From an optimization exercise on the open Yosys and OpenROAD flow, aimed at small area, a short achievable clock period and few clock cycles per item; shortcuts taken in it are not production practice.
Function was checked by simulation only, so behaviour that the tests miss may differ from the original.
Power is estimated from default activity; no workload was simulated.

== v6 ==
==> flow/design.v (excerpt) <==
module cc_top #(
    parameter int max_actions = 10
) (
    input  logic            clk,
    input  logic            rst_n,
    input  logic            color_valid,
    input  logic [2:0]      color,
    input  logic            action_valid,
    input  logic [7:0]      action,
    output logic            out_valid,
    output logic [6:0]      score
);
    logic [107:0] scan_board;
    logic [35:0]  clear_mask;
    logic [35:0]  line_counts;
    logic [4:0]   vrows;
    logic [5:0]   hrows;
    logic [5:0]   cols;
    logic         started;
    logic         game_end;
    logic         wipe;
    logic         illegal;
    board_store board_store_inst (
        .clk          (clk),
        .rst_n        (rst_n),
        .color_valid  (color_valid),
        .color        (color),
        .action_valid (action_valid),
        .vrows        (vrows),
        .hrows        (hrows),
        .cols         (cols),
        .wipe         (wipe),
        .game_end     (game_end),
        .clear_mask   (clear_mask),
        .scan_board   (scan_board),
        .illegal      (illegal)
    );
    action_queue #(
        .max_actions (max_actions)
    ) action_queue_inst (
        .clk          (clk),
        .rst_n        (rst_n),
        .action_valid (action_valid),
        .action       (action),
        .game_end     (game_end),
  ...
Size in the first run: about 2000 cells after synthesis, ~200 flip-flops, ~23 I/O pins, roughly 16000 µm² of cells after synthesis.
export LEC_CHECK = 0
export CAP_MARGIN = 20
export CORE_MARGIN = 2
export CORE_UTILIZATION = 50
export SLEW_MARGIN = 20
create_clock -name core_clock -period 10.0 [get_ports {clk}]
standard.sh (not shown) runs the stock make flow with config.mk's settings and CLKGATE_MAP_FILE= SYNTH_SCRIPT=/design/flow/synth_recipe.tcl, a recipe that flattens the netlist after the stock synthesis.
==> flow/flow/run.sh <==
#!/bin/bash
# The standard layout with two changes: ABC's default mapping script in
# synthesis (flow/synth.tcl), and plain buffers (not delay buffers) on the
# ports. Each tool's output is kept in the ORFS logs; make's in orfs_make.log.
set -euo pipefail
here=$(pwd)
bash standard.sh SYNTH_SCRIPT="$here/flow/synth.tcl" \
  BUFFER_PORTS_ARGS="-buffer_cell sky130_fd_sc_hd__buf_4" SETUP_SLACK_MARGIN=6.5 finish > orfs_make.log 2>&1
==> flow/flow/synth.tcl <==
# synth_recipe.tcl (the standard synthesis), except that ABC maps the logic
# with its default script for a liberty library instead of ORFS's speed
# script. Registers are mapped before ABC runs, so they are the standard
# synthesis's, with the same names and cells.
proc synth {args} { yosys synth -nofsm -noshare {*}$args }
proc abc {args} {
  set i [lsearch -exact $args -script]
  if {$i >= 0} {
    set args [lreplace $args $i [expr {$i + 1}]]
  }
  puts "OWN-FLOW abc $args"
  yosys abc {*}$args
}
source $::env(SCRIPTS_DIR)/synth.tcl
# left out here: clear keep_hierarchy, flatten, clean up, hide names made inside functions, write 1_2_yosys.v
Testbench counts of v6, summed over its fixed seeds: cycles 23,520, games 480.
Relative to v6, the following input files were edited for v7:
diff --git a/flow/design.v b/flow/design.v
--- a/flow/design.v
+++ b/flow/design.v
@@ -53,23 +53,20 @@
     input  logic [cc_pkg::board_dim-2:0]    vrows,
     input  logic [cc_pkg::board_dim-1:0]    hrows,
     input  logic [cc_pkg::board_dim-1:0]    cols,
     input  logic                            wipe,
     input  logic                            game_end,
     input  logic [cc_pkg::cell_count-1:0]   clear_mask,
-    output logic [3*cc_pkg::cell_count-1:0] scan_board,
-    output logic                            illegal
+    output logic [3*cc_pkg::cell_count-1:0] scan_board
 );
     localparam int dim = cc_pkg::board_dim;
     localparam int n   = cc_pkg::cell_count;
     logic [3*n-1:0] board;
     logic [n-1:0]   full;
     logic [n-1:0]   swap_v;
     logic [n-1:0]   swap_h;
-    logic [n-1:0]   touched;
-    logic [n-1:0]   hold;
     logic [n-1:0]   keep;
     logic [n-1:0]   load;
     logic [n-1:0]   clear;
     logic [2:0]     load_row;
     logic [2:0]     load_col;
     logic           stale;
@@ -101,28 +98,25 @@
         for (int k = 0; k < n; k++) begin
             full[k] = board[3*k +: 3] != cc_pkg::empty;
         end
         for (int k = 0; k < n; k++) begin
             swap_v[k] = 1'b0;
             swap_h[k] = 1'b0;
-            if (k / dim < dim - 1) swap_v[k] = vrows[k / dim] && cols[k % dim];
-            if (k % dim < dim - 1) swap_h[k] = hrows[k / dim] && cols[k % dim];
-        end
-        for (int k = 0; k < n; k++) begin
-            touched[k] = swap_v[k] || swap_h[k];
-            if (k / dim > 0) touched[k] = touched[k] || swap_v[k - dim];
-            if (k % dim > 0) touched[k] = touched[k] || swap_h[k - 1];
-            keep[k] = !(blank || touched[k]);
-            load[k] = color_valid && load_row == 3'(k / dim) && load_col == 3'(k % dim);
+            if (k / dim < dim - 1) begin
+                swap_v[k] = vrows[k / dim] && cols[k % dim] && full[k] && full[k + dim];
+            end
+            if (k % dim < dim - 1) begin
+                swap_h[k] = hrows[k / dim] && cols[k % dim] && full[k] && full[k + 1];
+            end
         end
-    end
-    assign illegal = |(touched & ~full);
-    always_comb begin
         for (int k = 0; k < n; k++) begin
-            hold[k]  = touched[k] && illegal;
-            clear[k] = clear_mask[k] && action_valid && !illegal;
+            keep[k] = !(blank || swap_v[k] || swap_h[k]);
+            if (k / dim > 0) keep[k] = keep[k] && !swap_v[k - dim];
+            if (k % dim > 0) keep[k] = keep[k] && !swap_h[k - 1];
+            load[k]  = color_valid && load_row == 3'(k / dim) && load_col == 3'(k % dim);
+            clear[k] = clear_mask[k] && action_valid;
         end
     end
     always_comb begin
         for (int k = 0; k < n; k++) begin
             scan_board[3*k +: 3] = board[3*k +: 3] & {3{keep[k]}};
             if (k / dim > 0) begin
@@ -138,14 +132,13 @@
                 scan_board[3*k +: 3] = scan_board[3*k +: 3] | (board[3*(k + 1) +: 3] & {3{swap_h[k]}});
             end
         end
     end
     always_ff @(posedge clk) begin
         for (int k = 0; k < n; k++) begin
-            board[3*k +: 3] <= (hold[k] ? board[3*k +: 3] : scan_board[3*k +: 3])
-                             | {3{clear[k]}} | (color & {3{load[k]}});
+            board[3*k +: 3] <= scan_board[3*k +: 3] | {3{clear[k]}} | (color & {3{load[k]}});
         end
     end
 endmodule
 `timescale 1ns/1ns
 module action_queue #(
     parameter int max_actions = 10
@@ -269,13 +262,12 @@
 `timescale 1ns/1ns
 module cc_ctrl (
     input  logic                             clk,
     input  logic                             rst_n,
     input  logic                             started,
     input  logic                             action_valid,
-    input  logic                             illegal,
     input  logic [3*2*cc_pkg::board_dim-1:0] line_counts,
     output logic                             game_end,
     output logic                             wipe,
     output logic                             out_valid,
     output logic [6:0]                       score
 );
@@ -318,13 +310,13 @@
         if (!rst_n) begin
             act_l <= 1'b0;
             end_l <= 1'b0;
             act_q <= 1'b0;
             end_q <= 1'b0;
         end else begin
-            act_l <= (action_valid || started) && !illegal;
+            act_l <= action_valid || started;
             end_l <= game_end;
             act_q <= act_l;
             end_q <= end_l;
         end
     end
     assign total_nxt = total + (act_q ? 7'(sum_a) + 7'(sum_b) : 7'd0);
@@ -443,27 +435,25 @@
     logic [4:0]   vrows;
     logic [5:0]   hrows;
     logic [5:0]   cols;
     logic         started;
     logic         game_end;
     logic         wipe;
-    logic         illegal;
     board_store board_store_inst (
         .clk          (clk),
         .rst_n        (rst_n),
         .color_valid  (color_valid),
         .color        (color),
         .action_valid (action_valid),
         .vrows        (vrows),
         .hrows        (hrows),
         .cols         (cols),
         .wipe         (wipe),
         .game_end     (game_end),
         .clear_mask   (clear_mask),
-        .scan_board   (scan_board),
-        .illegal      (illegal)
+        .scan_board   (scan_board)
     );
     action_queue #(
         .max_actions (max_actions)
     ) action_queue_inst (
         .clk          (clk),
         .rst_n        (rst_n),
@@ -482,13 +472,12 @@
     );
     cc_ctrl cc_ctrl_inst (
         .clk          (clk),
         .rst_n        (rst_n),
         .started      (started),
         .action_valid (action_valid),
-        .illegal      (illegal),
         .line_counts  (line_counts),
         .game_end     (game_end),
         .wipe         (wipe),
         .out_valid    (out_valid),
         .score        (score)
     );
==> results.txt <==
Total power density per cell area (v7 over v6): increase, 30 nW/µm². Taking v7 as 1.0, v6 lands at 1.3 on clock tree buffer count of the final layout. [compare] base=v6 new=v7: sequential share of the synthesized area went up by 1.4 points, portion of total power attributed to combinational logic went up by 5.5 points, proportion of power drawn by the clock network went down by 2.5 points. Measured against v7, the mapped cell area of v6 comes out at 1.05 times the reference value. v7 did not stop at any stage, and its layout met the timing, design-rule and antenna checks. v7 against v6: layout cell share with drive strength beyond 1 climbed 14 points, number of buffers and inverters on the critical path rose by 1, synthesized cell count fell 233.
Testbench counts of v7, summed over its fixed seeds: cycles 23,520, games 480.

-- static timing again, ports no longer ideal --
How much do the figures lean on ideal ports? The routed layouts below were timed once more, with nothing changed but the port constraints.
Step 1 assumes that a clkbuf_16 drives the clock port and a buf_2 every other input.
Step 2, shift: input delay + t, output delay - t, t = (earliest + latest rising clock arrival at the registers) / 2. This alone moves slack from input paths to output paths.
a / b / c = no drivers / after step 1 / after step 2; a / b = the first two.
run | t (ns) | slack for setup (ns) | worst setup path at the end | pins driven straight from the clock port
v6 | 0.596 | 6.530 / 6.530 / 6.128 | input to register | 1
v7 | 0.606 | 6.420 / 6.420 / 6.102 | input to register | 1
After both steps every run listed still meets setup and hold. For v6, which loses most, drivers alone change the setup slack by 0.000 ns; drivers and shift together by -0.402 ns.
